Background: an optimization exercise with open tools, aiming at a short achievable clock period and few clock cycles per item. Do not read the settings as production practice.
The RTL was checked by simulation tests, not by an equivalence proof against the original design.

## flow/design.v (module list and top-level ports; edited modules follow where they fit)
// module lkdv_arith: 13 lines
// module lkdv_qualify: 200 lines
// module lkdv_scale: 1138 lines
// module link_keeping_drive_vector: 168 lines
module link_keeping_drive_vector (
	input  logic                      clk,
	input  logic                      arst_n,
	input  logic                      psel,
	input  logic                      penable,
	input  logic                      pwrite,
	input  logic [2:0]                paddr,
	input  logic [31:0]               pwdata,
	output logic [31:0]               prdata,
	output logic                      pready,
	input  logic                      in_valid,
	output logic                      in_stall,
	input  logic signed [COORD_W-1:0] offset_x,
	input  logic signed [COORD_W-1:0] offset_y,
	input  logic                      present,
	input  logic                      frame_end,
	output logic                      out_valid,
	input  logic                      out_stall,
	output logic signed [COORD_W-1:0] drive_x,
	output logic signed [COORD_W-1:0] drive_y,
	output logic                      has_signal,
	output logic [CNT_W-1:0]          chosen_index
);
  // ...
==> flow/flow/run.sh <==
#!/bin/bash
# Standard synthesis and layout; timing repair aims at a tighter period than
# the clock's (setup margin below), which the standard settings cap at 5 ns.
set -euo pipefail
MARGIN=${MARGIN:-7.5}
bash standard.sh synth > synth.log 2>&1
bash standard.sh finish SETUP_SLACK_MARGIN=$MARGIN TNS_END_PERCENT=100 > layout.log 2>&1
==> flow/standard.sh <==
#!/bin/bash
# synth_recipe.tcl (not shown) runs the flow's synth.tcl, then flattens the netlist and writes it again
# the make line also repeats each setting of config.mk as NAME=value (left out here)
make -C /OpenROAD-flow-scripts/flow DESIGN_CONFIG=/design/flow/config.mk WORK_HOME=/design/flow/orfs CLKGATE_MAP_FILE= SYNTH_SCRIPT=/design/flow/synth_recipe.tcl "${@:-finish}"
==> flow/config.mk <==
export PLATFORM = sky130hd
export DESIGN_NAME = link_keeping_drive_vector
export DESIGN_NICKNAME = link_keeping_drive_vector
export VERILOG_FILES = /design/flow/design.v
export SDC_FILE = /design/flow/constraint.sdc
export NUM_CORES = 4
export LEC_CHECK = 0
export ABC_CLOCK_PERIOD_IN_PS = 3000
export CAP_MARGIN = 20
export CORE_MARGIN = 2
export CORE_UTILIZATION = 60
export PLACE_DENSITY = 0.72
export SLEW_MARGIN = 20
==> flow/constraint.sdc <==
create_clock -name core_clock -period 11.0 [get_ports {clk}]
set_input_delay 2.2000 -clock core_clock [delete_from_list [all_inputs] [get_ports {clk}]]
set_output_delay 2.2000 -clock core_clock [all_outputs]
set_load 0.01 [all_outputs]
==> run summary, run 1 <==
Clk pin slew, worst setup/hold paths 60 ps; WP buf/inv 1; status no timing/DRC/antenna violations; synth top area cells dfxtp_1 (29%), edfxtp_1 (20%), ha_1 (11%); core area 0.320 mm^2; Worst path max stage delay 560 ps; endpoints failing setup 0; crit path time final 3900 ps; Avg Vias per Cell 5.75; crit path launch type flop; grt ovf 0; CTS root buf clkbuf_16; grt met3 use 2.98%; slowest stage cell on the critical path edfxtp_1; max FFs per register 1,152; RSZ-0062 raised after global routing yes; layout filler cell count 23.3k; number of global-route vias before repair 127k; met2 WL 226,000 um; synth unique cells 95; Worst-Margin Slew 1140 ps; ANT nets after route 0; Die Area 0.326 mm^2; Hold WC Path Type flop to flop; critical setup path kind flop to output port; effective utilization at floorplan 60.1%; top-area cell type share of the netlist area 29.3%; NumNets Final 19.4k; EDFF count, synth 1,257; synthesis-to-finish area growth 11.7%; Die Width 571 um; synth warn 3; # rows 208
Testbench counts, summed over its fixed seeds: cycles 19,328, frames 4,096.
==> module lkdv_qualify, before the edit <==
module lkdv_qualify (
	input  logic        clk,
	input  logic        arst_n,
	input  logic        beat_v,
	input  logic [15:0] beat_x,
	input  logic [15:0] beat_y,
	input  logic        beat_p,
	input  logic        beat_e,
	input  logic [15:0] reach,
	output logic        fr_v,
	output logic        fr_f,
	output logic        fr_sx,
	output logic        fr_sy,
	output logic [15:0] fr_ax,
	output logic [15:0] fr_ay,
	output logic [2:0]  fr_idx,
	output logic [31:0] fr_sq
);
	logic [3:0]  cnt_q;
	logic        v1, e1, c1, sx1, sy1;
	logic [2:0]  idx1;
	logic [15:0] ax1, ay1;
	always_ff @(posedge clk or negedge arst_n) begin
		if (!arst_n) begin
			cnt_q <= '0;
			v1    <= 1'b0;
		end else begin
			v1 <= beat_v;
			if (beat_v) begin
				if (beat_e)
					cnt_q <= '0;
				else if (!cnt_q[3])
					cnt_q <= cnt_q + 4'd1;
			end
		end
	end
	always_ff @(posedge clk) begin
		e1   <= beat_e;
		c1   <= beat_p & ~cnt_q[3];
		idx1 <= cnt_q[2:0];
		sx1  <= beat_x[15];
		sy1  <= beat_y[15];
		ax1  <= beat_x[15] ? (~beat_x + 16'd1) : beat_x;
		ay1  <= beat_y[15] ? (~beat_y + 16'd1) : beat_y;
	end
	logic        v2, e2, c2, sx2, sy2;
	logic [2:0]  idx2;
	logic [15:0] ax2, ay2;
	logic [11:0] xaa0, xaa1, xab0, xab1, xbb0, xbb1;
	logic [11:0] yaa0, yaa1, yab0, yab1, ybb0, ybb1;
	always_ff @(posedge clk or negedge arst_n) begin
		if (!arst_n) v2 <= 1'b0;
		else         v2 <= v1;
	end
	always_ff @(posedge clk) begin
		e2   <= e1;
		c2   <= c1;
		idx2 <= idx1;
		sx2  <= sx1;
		sy2  <= sy1;
		ax2  <= ax1;
		ay2  <= ay1;
		xaa0 <= ax1[15:8] * ax1[11:8];
		xaa1 <= ax1[15:8] * ax1[15:12];
		xab0 <= ax1[15:8] * ax1[3:0];
		xab1 <= ax1[15:8] * ax1[7:4];
		xbb0 <= ax1[7:0] * ax1[3:0];
		xbb1 <= ax1[7:0] * ax1[7:4];
		yaa0 <= ay1[15:8] * ay1[11:8];
		yaa1 <= ay1[15:8] * ay1[15:12];
		yab0 <= ay1[15:8] * ay1[3:0];
		yab1 <= ay1[15:8] * ay1[7:4];
		ybb0 <= ay1[7:0] * ay1[3:0];
		ybb1 <= ay1[7:0] * ay1[7:4];
	end
	logic        v3, e3, c3, sx3, sy3;
	logic [2:0]  idx3;
	logic [15:0] ax3, ay3;
	logic [15:0] xaa3, xab3, xbb3, yaa3, yab3, ybb3;
	always_ff @(posedge clk or negedge arst_n) begin
		if (!arst_n) v3 <= 1'b0;
		else         v3 <= v2;
	end
	always_ff @(posedge clk) begin
		e3   <= e2;
		c3   <= c2;
		idx3 <= idx2;
		sx3  <= sx2;
		sy3  <= sy2;
		ax3  <= ax2;
		ay3  <= ay2;
		xaa3 <= {xaa1, 4'd0} + {4'd0, xaa0};
		xab3 <= {xab1, 4'd0} + {4'd0, xab0};
		xbb3 <= {xbb1, 4'd0} + {4'd0, xbb0};
		yaa3 <= {yaa1, 4'd0} + {4'd0, yaa0};
		yab3 <= {yab1, 4'd0} + {4'd0, yab0};
		ybb3 <= {ybb1, 4'd0} + {4'd0, ybb0};
	end
	logic        v4, e4, c4, sx4, sy4;
	logic [2:0]  idx4;
	logic [15:0] ax4, ay4;
	logic [30:0] xsq4, ysq4;
	always_ff @(posedge clk or negedge arst_n) begin
		if (!arst_n) v4 <= 1'b0;
		else         v4 <= v3;
	end
	always_ff @(posedge clk) begin
		e4   <= e3;
		c4   <= c3;
		idx4 <= idx3;
		sx4  <= sx3;
		sy4  <= sy3;
		ax4  <= ax3;
		ay4  <= ay3;
		xsq4 <= {xaa3[14:0], 16'd0} + {6'd0, xab3, 9'd0} + {15'd0, xbb3};
		ysq4 <= {yaa3[14:0], 16'd0} + {6'd0, yab3, 9'd0} + {15'd0, ybb3};
	end
	logic        v4b, e4b, c4b, sx4b, sy4b;
	logic [2:0]  idx4b;
	logic [15:0] ax4b, ay4b;
	logic [31:0] sq4;
	always_ff @(posedge clk or negedge arst_n) begin
		if (!arst_n) v4b <= 1'b0;
		else         v4b <= v4;
	end
	always_ff @(posedge clk) begin
		e4b   <= e4;
		c4b   <= c4;
		idx4b <= idx4;
		sx4b  <= sx4;
		sy4b  <= sy4;
		ax4b  <= ax4;
		ay4b  <= ay4;
		sq4   <= {1'b0, xsq4} + {1'b0, ysq4};
	end
	logic [11:0] raa0, raa1, rab0, rab1, rbb0, rbb1;
	logic [15:0] raa, rab, rbb;
	logic [31:0] r2;
	always_ff @(posedge clk) begin
		raa0 <= reach[15:8] * reach[11:8];
		raa1 <= reach[15:8] * reach[15:12];
		rab0 <= reach[15:8] * reach[3:0];
		rab1 <= reach[15:8] * reach[7:4];
		rbb0 <= reach[7:0] * reach[3:0];
		rbb1 <= reach[7:0] * reach[7:4];
		raa  <= {raa1, 4'd0} + {4'd0, raa0};
		rab  <= {rab1, 4'd0} + {4'd0, rab0};
		rbb  <= {rbb1, 4'd0} + {4'd0, rbb0};
		r2   <= {raa, 16'd0} + {7'd0, rab, 9'd0} + {16'd0, rbb};
	end
	logic        v5, e5, q5, sx5, sy5;
	logic [2:0]  idx5;
	logic [15:0] ax5, ay5;
	logic [31:0] sq5;
	assign v5   = v4b;
	assign e5   = e4b;
	assign q5   = c4b & (sq4 > r2);
	assign idx5 = idx4b;
	assign sx5  = sx4b;
	assign sy5  = sy4b;
	assign ax5  = ax4b;
	assign ay5  = ay4b;
	assign sq5  = sq4;
	logic        fnd_q;
	logic        h_sx, h_sy;
	logic [2:0]  h_idx;
	logic [15:0] h_ax, h_ay;
	logic [31:0] h_sq;
	always_ff @(posedge clk or negedge arst_n) begin
		if (!arst_n) begin
			fnd_q <= 1'b0;
			fr_v  <= 1'b0;
		end else begin
			fr_v <= v5 & e5;
			if (v5) begin
				if (e5)
					fnd_q <= 1'b0;
				else if (!fnd_q)
					fnd_q <= q5;
			end
		end
	end
	always_ff @(posedge clk) begin
		if (v5 && !e5 && !fnd_q) begin
			h_sx  <= sx5;
			h_sy  <= sy5;
			h_idx <= idx5;
			h_ax  <= ax5;
			h_ay  <= ay5;
			h_sq  <= sq5;
		end
		fr_f   <= fnd_q | q5;
		fr_sx  <= fnd_q ? h_sx  : sx5;
		fr_sy  <= fnd_q ? h_sy  : sy5;
		fr_idx <= fnd_q ? h_idx : idx5;
		fr_ax  <= fnd_q ? h_ax  : ax5;
		fr_ay  <= fnd_q ? h_ay  : ay5;
		fr_sq  <= fnd_q ? h_sq  : sq5;
	end
endmodule
==> module link_keeping_drive_vector, before the edit <==
module link_keeping_drive_vector (
	input  logic                      clk,
	input  logic                      arst_n,
	input  logic                      psel,
	input  logic                      penable,
	input  logic                      pwrite,
	input  logic [2:0]                paddr,
	input  logic [31:0]               pwdata,
	output logic [31:0]               prdata,
	output logic                      pready,
	input  logic                      in_valid,
	output logic                      in_stall,
	input  logic signed [COORD_W-1:0] offset_x,
	input  logic signed [COORD_W-1:0] offset_y,
	input  logic                      present,
	input  logic                      frame_end,
	output logic                      out_valid,
	input  logic                      out_stall,
	output logic signed [COORD_W-1:0] drive_x,
	output logic signed [COORD_W-1:0] drive_y,
	output logic                      has_signal,
	output logic [CNT_W-1:0]          chosen_index
);
	localparam int unsigned QA_W  = 5;                
	localparam int unsigned OWE_W = QA_W + 1;
	localparam int unsigned LIMIT = (1 << QA_W) - 2;  
	logic [COORD_W-1:0] reach_q;
	logic [DRIVE_W-1:0] gain_q;
	logic [31:0]        prdata_q;
	assign pready = 1'b1;
	always_ff @(posedge clk or negedge arst_n) begin
		if (!arst_n) begin
			reach_q <= '0;
			gain_q  <= '0;
		end else if (psel && penable && pwrite) begin
			if (paddr[2])
				gain_q  <= pwdata[DRIVE_W-1:0];
			else
				reach_q <= pwdata[COORD_W-1:0];
		end
	end
	always_ff @(posedge clk) begin
		prdata_q <= paddr[2] ? {{(32-DRIVE_W){1'b0}}, gain_q} : {{(32-COORD_W){1'b0}}, reach_q};
	end
	assign prdata = prdata_q;
	logic               in_stall_q;
	logic               bv_q, be_q, bp_q;
	logic [COORD_W-1:0] bx_q, by_q;
	always_ff @(posedge clk or negedge arst_n) begin
		if (!arst_n) bv_q <= 1'b0;
		else         bv_q <= in_valid & ~in_stall_q;
	end
	always_ff @(posedge clk) begin
		bx_q <= offset_x;
		by_q <= offset_y;
		bp_q <= present;
		be_q <= frame_end;
	end
	assign in_stall = in_stall_q;
	logic        fr_v, fr_f, fr_sx, fr_sy;
	logic [15:0] fr_ax, fr_ay;
	logic [2:0]  fr_idx;
	logic [31:0] fr_sq;
	lkdv_qualify u_qualify (
		.clk    (clk),
		.arst_n (arst_n),
		.beat_v (bv_q),
		.beat_x (bx_q),
		.beat_y (by_q),
		.beat_p (bp_q),
		.beat_e (be_q),
		.reach  (reach_q),
		.fr_v   (fr_v),
		.fr_f   (fr_f),
		.fr_sx  (fr_sx),
		.fr_sy  (fr_sy),
		.fr_ax  (fr_ax),
		.fr_ay  (fr_ay),
		.fr_idx (fr_idx),
		.fr_sq  (fr_sq)
	);
	logic        sc_v, sc_f, sc_sx, sc_sy;
	logic [2:0]  sc_idx;
	logic [14:0] sc_qx, sc_qy;
	lkdv_scale u_scale (
		.clk    (clk),
		.arst_n (arst_n),
		.in_v   (fr_v),
		.in_f   (fr_f),
		.in_sx  (fr_sx),
		.in_sy  (fr_sy),
		.in_ax  (fr_ax),
		.in_ay  (fr_ay),
		.in_idx (fr_idx),
		.in_sq  (fr_sq),
		.gain   (gain_q),
		.o_v    (sc_v),
		.o_f    (sc_f),
		.o_sx   (sc_sx),
		.o_sy   (sc_sy),
		.o_idx  (sc_idx),
		.o_qx   (sc_qx),
		.o_qy   (sc_qy)
	);
	logic [36:0]     rq_mem [0:(1<<QA_W)-1];
	logic [QA_W:0]   wp_q, rp_q;
	logic [15:0]     res_x, res_y;
	logic [36:0]     res;
	logic [36:0]     rq_head;
	logic            rq_nonempty;
	logic            head_v;
	logic [36:0]     head_d;
	logic            out_valid_q;
	logic [36:0]     out_q;
	logic            out_load;
	assign res_x = sc_f ? (sc_sx ? (16'd0 - {1'b0, sc_qx}) : {1'b0, sc_qx}) : 16'd0;
	assign res_y = sc_f ? (sc_sy ? (16'd0 - {1'b0, sc_qy}) : {1'b0, sc_qy}) : 16'd0;
	assign res   = {res_x, res_y, sc_f, sc_f ? {1'b0, sc_idx} : 4'd0};
	always_ff @(posedge clk) begin
		if (sc_v)
			rq_mem[wp_q[QA_W-1:0]] <= res;
	end
	assign rq_head     = rq_mem[rp_q[QA_W-1:0]];
	assign rq_nonempty = (wp_q != rp_q);
	assign head_v      = rq_nonempty | sc_v;
	assign head_d      = rq_nonempty ? rq_head : res;
	assign out_load    = ~out_valid_q | ~out_stall;
	always_ff @(posedge clk or negedge arst_n) begin
		if (!arst_n) begin
			wp_q        <= '0;
			rp_q        <= '0;
			out_valid_q <= 1'b0;
		end else begin
			if (sc_v)
				wp_q <= wp_q + 1'b1;
			if (out_load) begin
				out_valid_q <= head_v;
				if (head_v)
					rp_q <= rp_q + 1'b1;
			end
		end
	end
	always_ff @(posedge clk) begin
		if (out_load)
			out_q <= head_d;
	end
	assign out_valid    = out_valid_q;
	assign drive_x      = out_q[36:21];
	assign drive_y      = out_q[20:5];
	assign has_signal   = out_q[4];
	assign chosen_index = out_q[3:0];
	logic [OWE_W-1:0] owed_q;
	logic [OWE_W-1:0] owed_d;
	logic             pop_q;
	assign owed_d = owed_q + {{(OWE_W-1){1'b0}}, bv_q & be_q} - {{(OWE_W-1){1'b0}}, pop_q};
	always_ff @(posedge clk or negedge arst_n) begin
		if (!arst_n) begin
			owed_q <= '0;
			pop_q  <= 1'b0;
		end else begin
			owed_q <= owed_d;
			pop_q  <= out_valid_q & ~out_stall;
		end
	end
	always_ff @(posedge clk) begin
		in_stall_q <= (owed_d >= LIMIT);
	end
endmodule
==> run 2, diff against run 1 <==
--- a/flow/design.v
+++ b/flow/design.v
@@ -24,8 +24,10 @@
 	input  logic        clk,
 	input  logic        arst_n,
 	input  logic        beat_v,
-	input  logic [15:0] beat_x,
-	input  logic [15:0] beat_y,
+	input  logic        beat_sx,
+	input  logic        beat_sy,
+	input  logic [15:0] beat_ax,
+	input  logic [15:0] beat_ay,
 	input  logic        beat_p,
 	input  logic        beat_e,
 	input  logic [15:0] reach,
@@ -45,26 +47,21 @@
 	always_ff @(posedge clk or negedge arst_n) begin
 		if (!arst_n) begin
 			cnt_q <= '0;
-			v1    <= 1'b0;
-		end else begin
-			v1 <= beat_v;
-			if (beat_v) begin
-				if (beat_e)
-					cnt_q <= '0;
-				else if (!cnt_q[3])
-					cnt_q <= cnt_q + 4'd1;
-			end
+		end else if (beat_v) begin
+			if (beat_e)
+				cnt_q <= '0;
+			else if (!cnt_q[3])
+				cnt_q <= cnt_q + 4'd1;
 		end
 	end
-	always_ff @(posedge clk) begin
-		e1   <= beat_e;
-		c1   <= beat_p & ~cnt_q[3];
-		idx1 <= cnt_q[2:0];
-		sx1  <= beat_x[15];
-		sy1  <= beat_y[15];
-		ax1  <= beat_x[15] ? (~beat_x + 16'd1) : beat_x;
-		ay1  <= beat_y[15] ? (~beat_y + 16'd1) : beat_y;
-	end
+	assign v1   = beat_v;
+	assign e1   = beat_e;
+	assign c1   = beat_p & ~cnt_q[3];
+	assign idx1 = cnt_q[2:0];
+	assign sx1  = beat_sx;
+	assign sy1  = beat_sy;
+	assign ax1  = beat_ax;
+	assign ay1  = beat_ay;
 	logic        v2, e2, c2, sx2, sy2;
 	logic [2:0]  idx2;
 	logic [15:0] ax2, ay2;
@@ -1382,7 +1379,7 @@
 	output logic                      has_signal,
 	output logic [CNT_W-1:0]          chosen_index
 );
-	localparam int unsigned QA_W  = 5;                
+	localparam int unsigned QA_W  = 4;                
 	localparam int unsigned OWE_W = QA_W + 1;
 	localparam int unsigned LIMIT = (1 << QA_W) - 2;  
 	logic [COORD_W-1:0] reach_q;
@@ -1405,17 +1402,19 @@
 	end
 	assign prdata = prdata_q;
 	logic               in_stall_q;
-	logic               bv_q, be_q, bp_q;
+	logic               bv_q, be_q, bp_q, bsx_q, bsy_q;
 	logic [COORD_W-1:0] bx_q, by_q;
 	always_ff @(posedge clk or negedge arst_n) begin
 		if (!arst_n) bv_q <= 1'b0;
 		else         bv_q <= in_valid & ~in_stall_q;
 	end
 	always_ff @(posedge clk) begin
-		bx_q <= offset_x;
-		by_q <= offset_y;
-		bp_q <= present;
-		be_q <= frame_end;
+		bsx_q <= offset_x[COORD_W-1];
+		bsy_q <= offset_y[COORD_W-1];
+		bx_q  <= offset_x[COORD_W-1] ? (~offset_x + 1'b1) : offset_x;
+		by_q  <= offset_y[COORD_W-1] ? (~offset_y + 1'b1) : offset_y;
+		bp_q  <= present;
+		be_q  <= frame_end;
 	end
 	assign in_stall = in_stall_q;
 	logic        fr_v, fr_f, fr_sx, fr_sy;
@@ -1426,8 +1425,10 @@
 		.clk    (clk),
 		.arst_n (arst_n),
 		.beat_v (bv_q),
-		.beat_x (bx_q),
-		.beat_y (by_q),
+		.beat_sx(bsx_q),
+		.beat_sy(bsy_q),
+		.beat_ax(bx_q),
+		.beat_ay(by_q),
 		.beat_p (bp_q),
 		.beat_e (be_q),
 		.reach  (reach_q),
@@ -1473,6 +1474,8 @@
 	logic [36:0]     head_d;
 	logic            out_valid_q;
 	logic [36:0]     out_q;
+	logic [36:0]     rq_prev;
+	logic            ov_port_q;
 	logic            out_load;
 	assign res_x = sc_f ? (sc_sx ? (16'd0 - {1'b0, sc_qx}) : {1'b0, sc_qx}) : 16'd0;
 	assign res_y = sc_f ? (sc_sy ? (16'd0 - {1'b0, sc_qy}) : {1'b0, sc_qy}) : 16'd0;
@@ -1491,7 +1494,9 @@
 			wp_q        <= '0;
 			rp_q        <= '0;
 			out_valid_q <= 1'b0;
+			ov_port_q   <= 1'b0;
 		end else begin
+			ov_port_q <= ~out_load | head_v;
 			if (sc_v)
 				wp_q <= wp_q + 1'b1;
 			if (out_load) begin
@@ -1501,11 +1506,11 @@
 			end
 		end
 	end
+	assign rq_prev = rq_mem[rp_q[QA_W-1:0] - 1'b1];
 	always_ff @(posedge clk) begin
-		if (out_load)
-			out_q <= head_d;
+		out_q <= out_load ? head_d : rq_prev;
 	end
-	assign out_valid    = out_valid_q;
+	assign out_valid    = ov_port_q;
 	assign drive_x      = out_q[36:21];
 	assign drive_y      = out_q[20:5];
 	assign has_signal   = out_q[4];
==> run 2 against run 1 <==
Still clean. Die area decreased by 9.8%. Core utilization increased by 0.40 points. Global-route usage decreased by 0.12 points. Synthesized cell count decreased by 4.4%.
==> run summary, run 2 <==
first-pass detailed-route iteration total 8 (was 6); top-area cell type share of the netlist area 32.5% (was 29.3%); routed via count 119k (was 126k); register bit count reported by yosys 3,540 (was 4,156); post-synthesis instance area 0.174 mm^2 (was 0.193 mm^2); First DRT Iteration DRCs 8,055 (was 8,509); CTS Hold Bufs 0 (unchanged); wire length of the first global-routing pass 636,000 um (was 699,000 um); status no timing/DRC/antenna violations (unchanged); slowest stage cell on the critical path dfrtp_2 (was edfxtp_1); setup_tns 0 ps (unchanged); Async S/R FF share, synth 2.26% (was 2.00%); Hold WC Path Type flop to flop (unchanged); NumNets Final 18.6k (was 19.4k); Die Area 0.294 mm^2 (was 0.326 mm^2); critical path peak fanout 1 (unchanged); final hold violation count 0 (unchanged); synth warn 3 (unchanged); Worst-Margin Slew 1140 ps (about the same); endpoints failing setup 0 (unchanged); Max clock buf depth 4 (unchanged); most frequent cells in the layout dfxtp_1 (2,682), ha_1 (1,712), inv_1 (1,335) (was dfxtp_1 (2,729), ha_1 (1,722), inv_1 (1,278)); relative slew slack 23.5% (was 23.6%); Avg Cell Area, Syn 10.7 um^2 (was 11.4 um^2); synth unique cells 108 (was 95); Worst path max stage delay 470 ps (was 560 ps); fin. max-slew vios 0 (unchanged); synth top area cells dfxtp_1 (32%), ha_1 (12%), edfxtp_1 (11%) (was dfxtp_1 (29%), edfxtp_1 (20%), ha_1 (11%)); TritonCTS Buffers 356 (was 401); clock latency on the worst-skew pair 960 ps (about the same); crit path launch type flop (unchanged); fmax 265 MHz (was 256 MHz); CTS root buf clkbuf_16 (unchanged); die height 542 um (was 571 um); most frequent cell after synthesis dfxtp_1 (unchanged); WP buf/inv 1 (unchanged); final RePlAce weighted congestion 0.917 (was 0.907); skew final 88.5 ps (was 73.4 ps); H-tree Lvls 5 (unchanged); EDFF count, synth 645 (was 1,257); number of global-route vias before repair 118k (was 127k); DRC violations left 0 (unchanged); # rows 197 (was 208); synthesis-to-finish area growth 12.1% (was 11.7%); antenna violations before repair 15 (unchanged); Routed WL 408,000 um (was 455,000 um); crit path time final 3770 ps (was 3900 ps); Critical Path RT 8800 ps (about the same); Arr. time, crit path 1570 ps (was 1700 ps); final hold slack 267 ps (was 263 ps); CP delay by family, top flip-flops (unchanged); ANT nets after route 0 (unchanged); critical-path cell list buf_6 (unchanged); port bufs 111 (unchanged); # clock sinks 3,540 (was 4,156); ys flop type dfxtp_1 (unchanged); CTS tree built (unchanged); max_cap viols 0 (unchanged); grt ovf 0 (unchanged); period utilization 34.3% (was 35.5%); drt wl/cell 19.7 um (was 20.7 um); critical setup path kind flop to output port (unchanged); max FFs per register 576 (was 1,152); pin count of the biggest net entering global routing 114 (was 155); RSZ-0062 raised after global routing yes (unchanged); Die Width 542 um (was 571 um); Worst Setup End Kind output port (unchanged); Mapped Cells 16.2k (was 16.9k); IO Pins 148 (unchanged); dpl hpwl 284,000 um (was 307,000 um); Seq/Total Area, Yosys 44.8% (was 49.9%); share of layout cells above drive strength 1 12.0% (was 11.2%); post-synth top area cell dfxtp_1 (unchanged); effective utilization at floorplan 60.3% (was 60.1%); Clk pin slew, worst setup/hold paths 70 ps (was 60 ps); Avg Vias per Cell 5.73 (was 5.75); leading cell type in the layout, fill and taps excluded dfxtp_1 (unchanged); global-route usage over all layers 27.3% (was 27.4%); synth cell count leaders dfxtp_1 (2,815), ha_1 (1,731), inv_1 (1,347), a21oi_1 (895), xnor2_1 (875) (was dfxtp_1 (2,816), ha_1 (1,731), inv_1 (1,282), edfxtp_1 (1,257), nor2_1 (970)); core area 0.288 mm^2 (was 0.320 mm^2)
## run 2: logic make-up (layout without fill, tap and decap cells)
| logic type | Yosys count | in the layout | share of synthesized area, % |
|---|---|---|---|
| and+or+nand+nor | 3823 | 3824 | 11.1 |
| DFF | 3540 | 3540 | 44.8 |
| AOI/OAI and AO/OA | 3185 | 3189 | 11.8 |
| adders and majority gates | 1969 | 1969 | 15.2 |
| buffers and inverters | 1725 | 2380 | 3.85 |
| xor gates and xnor gates | 1216 | 1216 | 6.14 |
| muxes | 744 | 744 | 7.05 |
| other | 2 | 33 | 0.00433 |
## run 2: timing repair
item	in CTS	in global routing
buffers inserted	76	110
endpoints found under the setup margin	445	402
gates resized for setup	538	333
pin swaps	23	110
cloned	8	3
## run 2: routing by layer
layer	GRT usage, %	vias to the layer above	wire length [um]
li1	-	57730	-
met1	32.1	56570	161000
met2	49.5	3198	204000
met3	2.97	1006	20700
met4	12.9	8	22200
met5	0	-	47
## run 2: cell type report
class	count	area, um^2
antenna	15	37.5
clock buffer	477	10100
clock inverter	183	2170
fill	21476	93300
inverter	1348	5090
multi-input combinational	10960	90700
sequential	3540	78100
tap	3781	4730
timing repair buffer	370	3640
timing repair inverter	2	15.0
## run 2: path summary, 6_finish.rpt
path / endpoint / slack [ps] / depth (start not counted) / start
setup / recovery: out_valid / 7230 / 1 / ov_port_q
hold / removal: u_scale.p20_qx[11] / 270 / 0 / u_scale.p19_qx[9]
setup reg to reg: u_scale.p14_rx[15] / 7510 / 13 / u_scale.p13_root[1]
hold reg to reg: u_scale.p20_qx[11] / 270 / 0 / u_scale.p19_qx[9]
max in group asynchronous: rp_q[1] / 8580 / 2 / arst_n
min in group asynchronous: owed_q[4] / 1260 / 1 / arst_n
## run 2: through the flow
step	cell area [um^2]	std cells	util (%)	setup WS, ps
floorplan	174000	16220	-	7390
global placement	179000	19804	62.1	5880
detailed placement	179000	19804	62.1	5760
CTS	193000	20548	66.9	7210
global route	195000	20662	67.6	7220
finish	195000	20676	67.6	7230
Testbench counts of run 2, summed over its fixed seeds: cycles 19,296, frames 4,096.
==> run 3, diff against run 2 <==
--- a/flow/design.v
+++ b/flow/design.v
@@ -92,10 +92,47 @@
 		ybb0 <= ay1[7:0] * ay1[3:0];
 		ybb1 <= ay1[7:0] * ay1[7:4];
 	end
+	logic [31:0] t0, t1, t2, t3, t4, t5, t6, t7, t8, t9, t10, t11;
+	logic [31:0] s1a, c1a, s1b, c1b, s1c, c1c, s1d, c1d;
+	logic [31:0] s2a, c2a, s2b, c2b;
+	logic [31:0] s3a, c3a, s3b, c3b;
+	logic [31:0] s4, c4, s5, c5;
+	assign t0  = {xaa1, 20'd0};
+	assign t1  = {4'd0, xaa0, 16'd0};
+	assign t2  = {7'd0, xab1, 13'd0};
+	assign t3  = {11'd0, xab0, 9'd0};
+	assign t4  = {16'd0, xbb1, 4'd0};
+	assign t5  = {20'd0, xbb0};
+	assign t6  = {yaa1, 20'd0};
+	assign t7  = {4'd0, yaa0, 16'd0};
+	assign t8  = {7'd0, yab1, 13'd0};
+	assign t9  = {11'd0, yab0, 9'd0};
+	assign t10 = {16'd0, ybb1, 4'd0};
+	assign t11 = {20'd0, ybb0};
+	assign s1a = t0 ^ t1 ^ t2;
+	assign c1a = ((t0 & t1) | (t0 & t2) | (t1 & t2)) << 1;
+	assign s1b = t3 ^ t4 ^ t5;
+	assign c1b = ((t3 & t4) | (t3 & t5) | (t4 & t5)) << 1;
+	assign s1c = t6 ^ t7 ^ t8;
+	assign c1c = ((t6 & t7) | (t6 & t8) | (t7 & t8)) << 1;
+	assign s1d = t9 ^ t10 ^ t11;
+	assign c1d = ((t9 & t10) | (t9 & t11) | (t10 & t11)) << 1;
+	assign s2a = s1a ^ c1a ^ s1b;
+	assign c2a = ((s1a & c1a) | (s1a & s1b) | (c1a & s1b)) << 1;
+	assign s2b = c1b ^ s1c ^ c1c;
+	assign c2b = ((c1b & s1c) | (c1b & c1c) | (s1c & c1c)) << 1;
+	assign s3a = s2a ^ c2a ^ s2b;
+	assign c3a = ((s2a & c2a) | (s2a & s2b) | (c2a & s2b)) << 1;
+	assign s3b = c2b ^ s1d ^ c1d;
+	assign c3b = ((c2b & s1d) | (c2b & c1d) | (s1d & c1d)) << 1;
+	assign s4 = s3a ^ c3a ^ s3b;
+	assign c4 = ((s3a & c3a) | (s3a & s3b) | (c3a & s3b)) << 1;
+	assign s5 = s4 ^ c4 ^ c3b;
+	assign c5 = ((s4 & c4) | (s4 & c3b) | (c4 & c3b)) << 1;
 	logic        v3, e3, c3, sx3, sy3;
 	logic [2:0]  idx3;
 	logic [15:0] ax3, ay3;
-	logic [15:0] xaa3, xab3, xbb3, yaa3, yab3, ybb3;
+	logic [31:0] sum3, cry3;
 	always_ff @(posedge clk or negedge arst_n) begin
 		if (!arst_n) v3 <= 1'b0;
 		else         v3 <= v2;
@@ -108,31 +145,8 @@
 		sy3  <= sy2;
 		ax3  <= ax2;
 		ay3  <= ay2;
-		xaa3 <= {xaa1, 4'd0} + {4'd0, xaa0};
-		xab3 <= {xab1, 4'd0} + {4'd0, xab0};
-		xbb3 <= {xbb1, 4'd0} + {4'd0, xbb0};
-		yaa3 <= {yaa1, 4'd0} + {4'd0, yaa0};
-		yab3 <= {yab1, 4'd0} + {4'd0, yab0};
-		ybb3 <= {ybb1, 4'd0} + {4'd0, ybb0};
-	end
-	logic        v4, e4, c4, sx4, sy4;
-	logic [2:0]  idx4;
-	logic [15:0] ax4, ay4;
-	logic [30:0] xsq4, ysq4;
-	always_ff @(posedge clk or negedge arst_n) begin
-		if (!arst_n) v4 <= 1'b0;
-		else         v4 <= v3;
-	end
-	always_ff @(posedge clk) begin
-		e4   <= e3;
-		c4   <= c3;
-		idx4 <= idx3;
-		sx4  <= sx3;
-		sy4  <= sy3;
-		ax4  <= ax3;
-		ay4  <= ay3;
-		xsq4 <= {xaa3[14:0], 16'd0} + {6'd0, xab3, 9'd0} + {15'd0, xbb3};
-		ysq4 <= {yaa3[14:0], 16'd0} + {6'd0, yab3, 9'd0} + {15'd0, ybb3};
+		sum3 <= s5;
+		cry3 <= c5;
 	end
 	logic        v4b, e4b, c4b, sx4b, sy4b;
 	logic [2:0]  idx4b;
@@ -140,17 +154,17 @@
 	logic [31:0] sq4;
 	always_ff @(posedge clk or negedge arst_n) begin
 		if (!arst_n) v4b <= 1'b0;
-		else         v4b <= v4;
+		else         v4b <= v3;
 	end
 	always_ff @(posedge clk) begin
-		e4b   <= e4;
-		c4b   <= c4;
-		idx4b <= idx4;
-		sx4b  <= sx4;
-		sy4b  <= sy4;
-		ax4b  <= ax4;
-		ay4b  <= ay4;
-		sq4   <= {1'b0, xsq4} + {1'b0, ysq4};
+		e4b   <= e3;
+		c4b   <= c3;
+		idx4b <= idx3;
+		sx4b  <= sx3;
+		sy4b  <= sy3;
+		ax4b  <= ax3;
+		ay4b  <= ay3;
+		sq4   <= sum3 + cry3;
 	end
 	logic [11:0] raa0, raa1, rab0, rab1, rbb0, rbb1;
 	logic [15:0] raa, rab, rbb;
==> flow/flow/run.sh (replaced) <==
#!/bin/bash
# Standard synthesis and layout; timing repair aims at a tighter period than
# the clock's (setup margin below), which the standard settings cap at 5 ns.
# Ports are buffered with buf_4 rather than the smallest buffer cell, which
# on this platform is a delay cell.
set -euo pipefail
MARGIN=${MARGIN:-7.5}
bash standard.sh synth > synth.log 2>&1
bash standard.sh finish SETUP_SLACK_MARGIN=$MARGIN TNS_END_PERCENT=100 \
  "BUFFER_PORTS_ARGS=-buffer_cell sky130_fd_sc_hd__buf_4" > layout.log 2>&1
==> run 3 against run 2 <==
First-iteration DRC count shrank 3.5%. Setup slack gained 23 ps. Final area shrank 1.7%. Core utilization grew 0.21 points. Synthesized cell count shrank 1.7%. Maximum frequency grew 0.61%. Clock skew grew 4.3 ps. Global-route usage grew 0.24 points. Die area shrank 2.0%. Worst hold slack gained 10 ps. Final cell count shrank 1.5%. Sequential share of layout area shrank 0.58 points.
==> run summary, run 3 <==
status no timing/DRC/antenna violations (unchanged); final RePlAce weighted congestion 0.920 (was 0.917); number of global-route vias before repair 116k (was 118k); synthesis-to-finish area growth 12.4% (was 12.1%); critical setup path kind flop to output port (unchanged); Setup WS pre-CTS 6280 ps (was 5760 ps); ANT nets after route 0 (unchanged); CTS root buf clkbuf_16 (unchanged); global-route usage over all layers 27.5% (was 27.3%); Die Width 536 um (was 542 um); max FFs per register 576 (unchanged); first-pass detailed-route iteration total 6 (was 8); share of layout cells above drive strength 1 12.2% (was 12.0%); drt wl/cell 19.9 um (was 19.7 um); crit path launch type flop (unchanged); critical path peak fanout 2 (was 1); Hold WC Path Type flop to flop (unchanged); IO Pins 148 (unchanged); DRC violations left 0 (unchanged); Critical Path RT 8800 ps (about the same); ys flop type dfxtp_1 (unchanged); endpoints failing setup 0 (unchanged); wire length of the first global-routing pass 628,000 um (was 636,000 um); leading cell type in the layout, fill and taps excluded dfxtp_1 (unchanged); Async S/R FF share, synth 2.31% (was 2.26%); # rows 195 (was 197); HP Start u_scale.p16_qx[4] (was u_scale.p19_qx[9]); CTS Hold Bufs 0 (unchanged); post-synth top area cell dfxtp_1 (unchanged); grt ovf 0 (unchanged); crit path time final 3750 ps (was 3770 ps); RSZ-0062 raised after global routing yes (unchanged); most frequent cell after synthesis dfxtp_1 (unchanged); fin. max-slew vios 0 (unchanged); H-tree Lvls 5 (unchanged); CTS tree built (unchanged); antenna violations before repair 16 (was 15); synth unique cells 88 (was 108); dpl hpwl 279,000 um (was 284,000 um); Die Area 0.288 mm^2 (was 0.294 mm^2); critical-path cell list buf_6 (unchanged); Avg Cell Area, Syn 10.7 um^2 (about the same); Max clock buf depth 4 (unchanged); effective utilization at floorplan 60.3% (about the same); fmax 267 MHz (was 265 MHz); most frequent cells in the layout dfxtp_1 (2,558), ha_1 (1,727), inv_1 (1,327) (was dfxtp_1 (2,682), ha_1 (1,712), inv_1 (1,335)); die height 536 um (was 542 um); max_cap viols 0 (unchanged); post-synthesis instance area 0.170 mm^2 (was 0.174 mm^2); synth top area cells dfxtp_1 (32%), ha_1 (13%), edfxtp_1 (11%) (was dfxtp_1 (32%), ha_1 (12%), edfxtp_1 (11%)); period utilization 34.1% (was 34.3%); CP delay by family, top flip-flops (unchanged); port bufs 111 (unchanged); relative slew slack 32.6% (was 23.5%); top-area cell type share of the netlist area 31.7% (was 32.5%); final hold violation count 0 (unchanged); # clock sinks 3,418 (was 3,540); EDFF count, synth 645 (unchanged); hold path cells 0 (unchanged); slowest stage cell on the critical path dfxtp_4 (was dfrtp_2); Avg Vias per Cell 5.71 (was 5.73); Seq/Total Area, Yosys 44.2% (was 44.8%); R2R setup slack 7480 ps (was 7510 ps); Worst-Margin Slew 1010 ps (was 1140 ps); TritonCTS Buffers 342 (was 356); final core occ 67.8% (was 67.6%); synth warn 3 (unchanged); setup_tns 0 ps (unchanged); Routed WL 405,000 um (was 408,000 um); R2R depth 16 (was 13); Critical Path Start in_stall_q (was ov_port_q); NumNets Final 18.4k (was 18.6k); core area 0.282 mm^2 (was 0.288 mm^2); WP buf/inv 1 (unchanged); Worst Setup End Kind output port (unchanged); pin count of the biggest net entering global routing 77 (was 114); RR Endpoint u_qualify.rab1[11] (was u_scale.p14_rx[15]); Arr. time, crit path 1550 ps (was 1570 ps); Clk pin slew, worst setup/hold paths 60 ps (was 70 ps); clock latency on the worst-skew pair 960 ps (about the same); synth cell count leaders dfxtp_1 (2,694), ha_1 (1,748), inv_1 (1,340), a21oi_1 (917), nor2_1 (899) (was dfxtp_1 (2,815), ha_1 (1,731), inv_1 (1,347), a21oi_1 (895), xnor2_1 (875)); routed via count 116k (was 119k); min setup slack post-route 7250 ps (was 7230 ps); register bit count reported by yosys 3,418 (was 3,540); skew final 92.7 ps (was 88.5 ps); r2r startpoint reach_q[10] (was u_scale.p13_root[1]); First DRT Iteration DRCs 7,777 (was 8,055); Hold EP u_scale.p17_qx[6] (was u_scale.p20_qx[11]); Mapped Cells 15.9k (was 16.2k); Worst path max stage delay 490 ps (was 470 ps)
[run 3: cell types whose count changed in the layout (fill, tap and decap cells not counted), sizes merged, moves of 44 or more]
| cell | change |
|---|---|
| a21o | -51 |
| fa | +71 |
| nor2 | +52 |
| nand4 | -64 |
| buf | +80 |
| dfxtp | -121 |
| o21a | +44 |
| clkdlybuf4s50 | -55 |
| nand2 | +59 |
| xnor2 | -87 |
[run 3: routing by layer]
| metal | GRT usage, % | vias up | share of wire (%) |
|---|---|---|---|
| met4 | 12.6 | 6 | 5.3 |
| li1 | - | 56626 | - |
| met5 | 0 | - | 0.011 |
| met2 | 48.5 | 3182 | 49 |
| met3 | 3.50 | 965 | 5.1 |
| met1 | 33.4 | 55540 | 40 |
[run 3: how the worst max path moves through the flow]
stage                              endpoint  slack, ps  cells past startpoint
after floorplan                    by_q[13]       7420                      7
after global placement    u_scale.p16_ry[0]       6370                     11
after detailed placement  u_scale.p16_ry[0]       6280                     11
after CTS                          in_stall       7170                      1
after global routing               in_stall       7220                      1
final                              in_stall       7250                      1
[run 3: layout make-up]
| type | instances | area (um^2) |
|---|---|---|
| antenna | 19 | 47.5 |
| clock buffer | 462 | 9590 |
| clock inverter | 174 | 2330 |
| fill | 21005 | 90800 |
| inverter | 1342 | 5070 |
| multi-input combinational | 10812 | 90000 |
| sequential | 3418 | 75600 |
| tap | 3743 | 4680 |
| timing repair buffer | 398 | 3880 |
[run 3: timing repair]
action	in CTS	in global routing
pin swaps	35	126
gates cloned	7	12
buffers inserted	91	93
setup endpoints to repair	383	397
endpoints found under the hold margin	0	0
resized for setup	369	323
[run 3: kinds of logic (layout without fill, tap and decap cells)]
family	after synthesis	in the layout	share of synthesized area, %
mux	700	700	6.91
buf+inv	1724	2376	3.85
simple gates	3791	3795	11.0
compound gates	3107	3110	11.7
flops	3418	3418	44.2
other cells	2	39	0.00441
fa+ha+maj	2057	2057	16.5
xor+xnor	1130	1130	5.82
[run 3: metrics by stage]
stage	cell area, um^2	cells	hold WS, ps
after floorplan	170000	15947	310
after global placement	175000	19509	310
after detailed placement	175000	19510	312
after CTS	189000	20244	284
after global routing	191000	20361	294
final	191000	20368	278
Testbench counts of run 3, summed over its fixed seeds: cycles 19,264, frames 4,096.

## port drivers added, routing unchanged
The flow's constraints put no driver on any port. The routed layouts listed below were extracted and timed again, unchanged, in two steps.
Step 1 (the two cells are an assumption about what drives the block):
set clk [get_ports {clk}]
set_driving_cell -lib_cell sky130_fd_sc_hd__clkbuf_16 $clk
set_driving_cell -lib_cell sky130_fd_sc_hd__buf_2 [delete_from_list [all_inputs] $clk]
Step 2 also shifts input and output timing later by t, the mid clock arrival at the registers, as if the neighbouring blocks saw the same clock.
Slacks: ideal / step 1 / step 2; pairs: ideal / step 1.
| run | t (ns) | setup slack, ns | worst register clock-pin slew, ns | worst data-port slew with drivers (ns) |
|---|---|---|---|---|
| run 1 | 1.021 | 7.097 / 6.998 / 6.998 | 0.07 / 0.07 | 0.11 |
| run 2 | 1.012 | 7.231 / 7.132 / 6.629 | 0.07 / 0.07 | 0.13 |
| run 3 | 1.015 | 7.254 / 7.150 / 6.924 | 0.07 / 0.07 | 0.06 |
After both steps setup and hold are still met in every run listed. For run 2, which loses most, drivers alone change the setup slack by -0.099 ns; drivers and shift together by -0.602 ns.
